Context: an optimization exercise on an open-source flow, tuned for small area, a short achievable clock period and few clock cycles per item. The choices shown serve that exercise and are no tape-out recipe. The RTL was checked by simulation tests, not by an equivalence proof against the original design. No activity file was given, so power comes from the tool's default toggle rates.

## run 1
// shader_cache_entry_validator_unit
module shader_cache_entry_validator_unit (
   input  logic        clock,
   input  logic        reset,
   input  logic        req_tvalid,
   output logic        req_tready,
   input  logic [15:0] req_tdata,   
   input  logic        req_tlast,   
   output logic        rsp_tvalid,
   input  logic        rsp_tready,
   output logic [39:0] rsp_tdata,   
   input  logic        csr_valid,
   output logic        csr_ready,
   input  logic [1:0]  csr_index,
   input  logic [31:0] csr_data
);
   logic [31:0] stage_code_ff;
   logic [23:0] contract_len_ff;
   logic [23:0] source_len_ff;
   logic [31:0] max_bytes_ff;
   logic        in_valid_ff;
   logic [7:0]  in_file_ff;
   logic        in_differs_ff;   
   logic        in_last_ff;
   logic [1:0]  owed_ff;         
   logic        ready_ff;
   logic [31:0] pos_ff;          
   logic        payload_ff;      
   logic        words_ff;        
   logic        over_ff;         
   logic        header_bad_ff;
   logic [31:0] word_count_ff;
   logic [31:0] len_left_ff;     
   logic        len_high_ff;     
   logic        len_sum_ok_ff;   
   logic [63:0] hash_field_ff;
  ...
Size: ~2,900 cells after synthesis, about 430 flip-flops, roughly 99 I/O pins, ~29,000 um2 of cells after synthesis.
export LEC_CHECK = 0
export CAP_MARGIN = 20
export CORE_MARGIN = 2
export CORE_UTILIZATION = 40
export SETUP_SLACK_MARGIN = 5
export SLEW_MARGIN = 20
create_clock -name core_clock -period 10.0 [get_ports {clock}]
standard.sh (not shown) runs the stock make flow with config.mk's settings and CLKGATE_MAP_FILE= SYNTH_SCRIPT=/design/flow/synth_recipe.tcl, a recipe that flattens the netlist after the stock synthesis.
==> flow/flow/run.sh <==
#!/bin/bash
# Own layout flow: the standard flow (standard.sh, standard synthesis unchanged) with
# smaller port buffers and a clock tree without dummy loads, set through ORFS's environment
# variables. The flow's full output goes to flow_orfs.log in this folder.
set -euo pipefail
cd "$(dirname "$0")/.."
export BUFFER_PORTS_ARGS="-buffer_cell sky130_fd_sc_hd__buf_1"
export CTS_ARGS="-sink_clustering_enable -repair_clock_nets -dont_use_dummy_load -sink_clustering_size 15 -sink_clustering_max_diameter 50 -buf_list {sky130_fd_sc_hd__clkbuf_4 sky130_fd_sc_hd__clkbuf_8}"
export SETUP_MOVE_SEQUENCE="unbuffer,sizeup,swap"
bash standard.sh > flow_orfs.log 2>&1
Run 1 finished all stages; the layout is clean.
Testbench counts of run 1, summed over its fixed seeds: cycles 74,921, bytes 74,896.
## Diff of input files: run 2 against run 1
Settings: an added ABC_AREA of 1; a deleted SETUP_SLACK_MARGIN that had been 5.
==> flow/flow/run.sh <==
#!/bin/bash
# Own layout flow: the standard flow (standard.sh, standard synthesis unchanged) with
# smaller port buffers and a clock tree without dummy loads, set through ORFS's environment
# variables. The flow's full output goes to flow_orfs.log in this folder.
set -euo pipefail
cd "$(dirname "$0")/.."
export BUFFER_PORTS_ARGS="-buffer_cell sky130_fd_sc_hd__buf_1"
export CTS_ARGS="-sink_clustering_enable -repair_clock_nets -dont_use_dummy_load -sink_clustering_size 15 -sink_clustering_max_diameter 50 -buf_list {sky130_fd_sc_hd__clkbuf_4 sky130_fd_sc_hd__clkbuf_8}"
export SETUP_SLACK_MARGIN=5.5
bash standard.sh > flow_orfs.log 2>&1
Findings:
Run 2 finished end to end and its layout was clean on timing, DRC and antenna.
Run 2 vs. run 1: final area moved up; minimum hold slack now sits at about the same level; die area rose by 4.4%; portion of netlist area occupied by mux cells fell by 0.34 points; overall power went up by about 0.3%.
Diff run 1 and run 2: static leakage power lower in run 1
Relative to run 2, the following input files were edited for run 3:
==> flow/flow/run.sh <==
#!/bin/bash
# Own layout flow: the standard flow (standard.sh, standard synthesis unchanged) with
# smaller port buffers and a clock tree without dummy loads, set through ORFS's environment
# variables. The flow's full output goes to flow_orfs.log in this folder.
set -euo pipefail
cd "$(dirname "$0")/.."
export BUFFER_PORTS_ARGS="-buffer_cell sky130_fd_sc_hd__buf_1"
export CTS_ARGS="-sink_clustering_enable -repair_clock_nets -dont_use_dummy_load -sink_clustering_size 15 -sink_clustering_max_diameter 50 -buf_list {sky130_fd_sc_hd__clkbuf_4 sky130_fd_sc_hd__clkbuf_8}"
export SETUP_SLACK_MARGIN=5.75
bash standard.sh > flow_orfs.log 2>&1
--- outcome ---
Compared with run 2, run 3 shows wire length that has gone up by a few percent.
Run 3 ended up with u_hash.hash[59] as its end point of the critical path; run 2 ended up with u_hash.hash[63].
Final hold slack: run 3 vs run 2 — no meaningful difference
Between run 2 and run 3, worst setup slack increased.
### run 3 -> run 4
Settings: CORE_UTILIZATION changed from 40 to 30.
==> flow/flow/run.sh <==
#!/bin/bash
# Own layout flow: the standard flow (standard.sh, standard synthesis unchanged) with
# smaller port buffers and a clock tree without dummy loads, set through ORFS's environment
# variables. The flow's full output goes to flow_orfs.log in this folder.
set -euo pipefail
cd "$(dirname "$0")/.."
export BUFFER_PORTS_ARGS="-buffer_cell sky130_fd_sc_hd__buf_1"
export CTS_ARGS="-sink_clustering_enable -repair_clock_nets -dont_use_dummy_load -sink_clustering_size 15 -sink_clustering_max_diameter 50 -buf_list {sky130_fd_sc_hd__clkbuf_4 sky130_fd_sc_hd__clkbuf_8}"
export SETUP_SLACK_MARGIN=5.5
bash standard.sh > flow_orfs.log 2>&1
Results
Comparing total power for run 3 and run 4, the smaller number came from run 4.
Fraction of the cycle the final worst path needs, run 3 and run 4, higher one = run 4.
Relative to run 3, proportion of power drawn by the clock network has gone up in run 4.
Looking at highest net fanout along the worst path, run 4 sits above run 3.
Compared with run 3, run 4 shows a lower stage delay of the slowest cell on the critical path.
Comparing run 3 and run 4, the higher number of standard cells in the layout, taps in and fillers out was measured on run 4.
Relative to run 3, number of stages on the worst setup path increased by 3 in run 4.

---

== cedar ==
Starting RTL as in the previous note.
export LEC_CHECK = 0
export ABC_AREA = 1
export CAP_MARGIN = 20
export CORE_MARGIN = 2
export CORE_UTILIZATION = 55
export SLEW_MARGIN = 20
create_clock -name core_clock -period 10.0 [get_ports {clock}]
==> flow/flow/run.sh <==
#!/bin/bash
# Own layout flow: the standard flow (standard.sh, standard synthesis unchanged) with
# smaller port buffers and a clock tree without dummy loads, set through ORFS's environment
# variables. The flow's full output goes to flow_orfs.log in this folder.
set -euo pipefail
cd "$(dirname "$0")/.."
export BUFFER_PORTS_ARGS="-buffer_cell sky130_fd_sc_hd__buf_1"
export CTS_ARGS="-sink_clustering_enable -repair_clock_nets -dont_use_dummy_load -sink_clustering_size 15 -sink_clustering_max_diameter 50 -buf_list {sky130_fd_sc_hd__clkbuf_4 sky130_fd_sc_hd__clkbuf_8}"
export SETUP_SLACK_MARGIN=5.5
bash standard.sh > flow_orfs.log 2>&1
cedar completed; timing, DRC and antenna clean
Testbench counts of cedar, summed over its fixed seeds: cycles 74,921, bytes 74,896.
Input changes introduced in ember (baseline for comparison: cedar):
# cedar
export LEC_CHECK = 0
export ABC_AREA = 1
export CAP_MARGIN = 20
export CORE_MARGIN = 2
export CORE_UTILIZATION = 55
export SLEW_MARGIN = 20
create_clock -name core_clock -period 10.0 [get_ports {clock}]
# ember
export LEC_CHECK = 0
export CAP_MARGIN = 20
export CORE_MARGIN = 2
export CORE_UTILIZATION = 40
export SETUP_SLACK_MARGIN = 5
export SLEW_MARGIN = 20
create_clock -name core_clock -period 10.0 [get_ports {clock}]
--- a/flow/flow/run.sh
+++ b/flow/flow/run.sh
@@ -9 +8,0 @@
-export SETUP_SLACK_MARGIN=5.5
### Flow results
Comparing cedar and ember, the lower final critical path time including I/O delays and setup was measured on cedar.
Relative to cedar, the quantity of gates resized following cts of ember is higher by 5.
In ember the part of the power in combinational logic turned out 1.8 points lower than in cedar.
Cell count: ember lower than cedar
Worst setup path endpoint = u_hash.hash[46]: ember; worst setup path endpoint = u_hash.hash[57]: cedar
cedar → ember: total power shrank by 1.3%, die area went up 31%, setup slack down 0.48 ns.
Edits applied to the flow inputs when going from ember to lagoon:
# ember
export LEC_CHECK = 0
export CAP_MARGIN = 20
export CORE_MARGIN = 2
export CORE_UTILIZATION = 40
export SETUP_SLACK_MARGIN = 5
export SLEW_MARGIN = 20
create_clock -name core_clock -period 10.0 [get_ports {clock}]
# lagoon
export LEC_CHECK = 0
export CAP_MARGIN = 20
export CORE_MARGIN = 2
export CORE_UTILIZATION = 65
export PLACE_DENSITY = 0.8
export SETUP_SLACK_MARGIN = 5
export SLEW_MARGIN = 20
create_clock -name core_clock -period 10.0 [get_ports {clock}]
==> results.txt <==
When lagoon is measured against ember, its number of cells after detailed placement turns out about 9% lower. Against ember, final critical path time including I/O delays and setup in lagoon came out worse. lagoon finished all stages; the layout is clean. Going from ember to lagoon, the all-layer global routing usage was found to have gone up by 13 points. Of the two values seen for start point of the critical path, u_hash.hash[15] was produced by ember and u_hash.hash[10] by lagoon. Post-cts gate resize count, lagoon and ember, higher one = ember. The wire length number comes out lower for lagoon vs ember. Comparing ember against lagoon, there is no change at all in CTS sink count.
> inputs changed (lagoon -> onyx)
# lagoon
export LEC_CHECK = 0
export CAP_MARGIN = 20
export CORE_MARGIN = 2
export CORE_UTILIZATION = 65
export PLACE_DENSITY = 0.8
export SETUP_SLACK_MARGIN = 5
export SLEW_MARGIN = 20
create_clock -name core_clock -period 10.0 [get_ports {clock}]
# onyx
export LEC_CHECK = 0
export ABC_AREA = 1
export CAP_MARGIN = 20
export CORE_MARGIN = 2
export CORE_UTILIZATION = 40
export SETUP_SLACK_MARGIN = 5
export SLEW_MARGIN = 20
create_clock -name core_clock -period 10.0 [get_ports {clock}]
### Flow results
Delta (onyx minus lagoon): final weighted congestion of routability-driven global placement shrank by 8.2%, source-to-sink clock delay at the later pin of the worst-skew pair went up by 0.06 ns.
onyx vs lagoon: share of final layout cell area taken by non-clock buffers down in onyx
Between lagoon and onyx, the count of clock-buffer cells in the layout is higher for onyx.
Looking at simple-gate share of the synthesized area across lagoon and onyx, the one that comes out higher is onyx.
Changes observed in onyx relative to lagoon: share of synthesized area occupied by flip-flops and latches now sits lower; wire length now sits higher; switching power total now sits higher; number of diodes now sits at about the same level; logic depth of the worst path, buffers included now sits higher.

-- port drivers added, routing unchanged --
The results above use ideal ports. As a check the final layouts listed here were re-extracted and re-timed, cells and wires unchanged.
Step 1 (the two cells are an assumption about what drives the block):
set clk [get_ports {clock}]
set_driving_cell -lib_cell sky130_fd_sc_hd__clkbuf_16 $clk
set_driving_cell -lib_cell sky130_fd_sc_hd__buf_2 [delete_from_list [all_inputs] $clk]
Step 2, shift: input delay + t, output delay - t, t = (earliest + latest rising clock arrival at the registers) / 2. This alone moves slack from input paths to output paths.
Slacks: ideal ports / drivers / drivers and shift; pairs: ideal ports / drivers.
run | t (ns) | setup WS [ns] | pins driven straight from the clock port
run 1 | 0.715 | 4.929 / 4.929 / 4.929 | 1
run 2 | 0.720 | 5.664 / 5.664 / 5.483 | 1
run 3 | 0.720 | 5.790 / 5.790 / 5.489 | 1
run 4 | 0.743 | 5.632 / 5.632 / 5.497 | 1
cedar | 0.689 | 5.574 / 5.574 / 5.574 | 1
ember | 0.712 | 5.095 / 5.095 / 5.095 | 1
lagoon | 0.699 | 5.022 / 5.022 / 5.022 | 1
onyx | 0.719 | 5.250 / 5.250 / 5.250 | 1
After both steps every run listed still meets setup and hold. For run 3, which loses most, drivers alone change the setup slack by 0.000 ns; drivers and shift together by -0.301 ns.
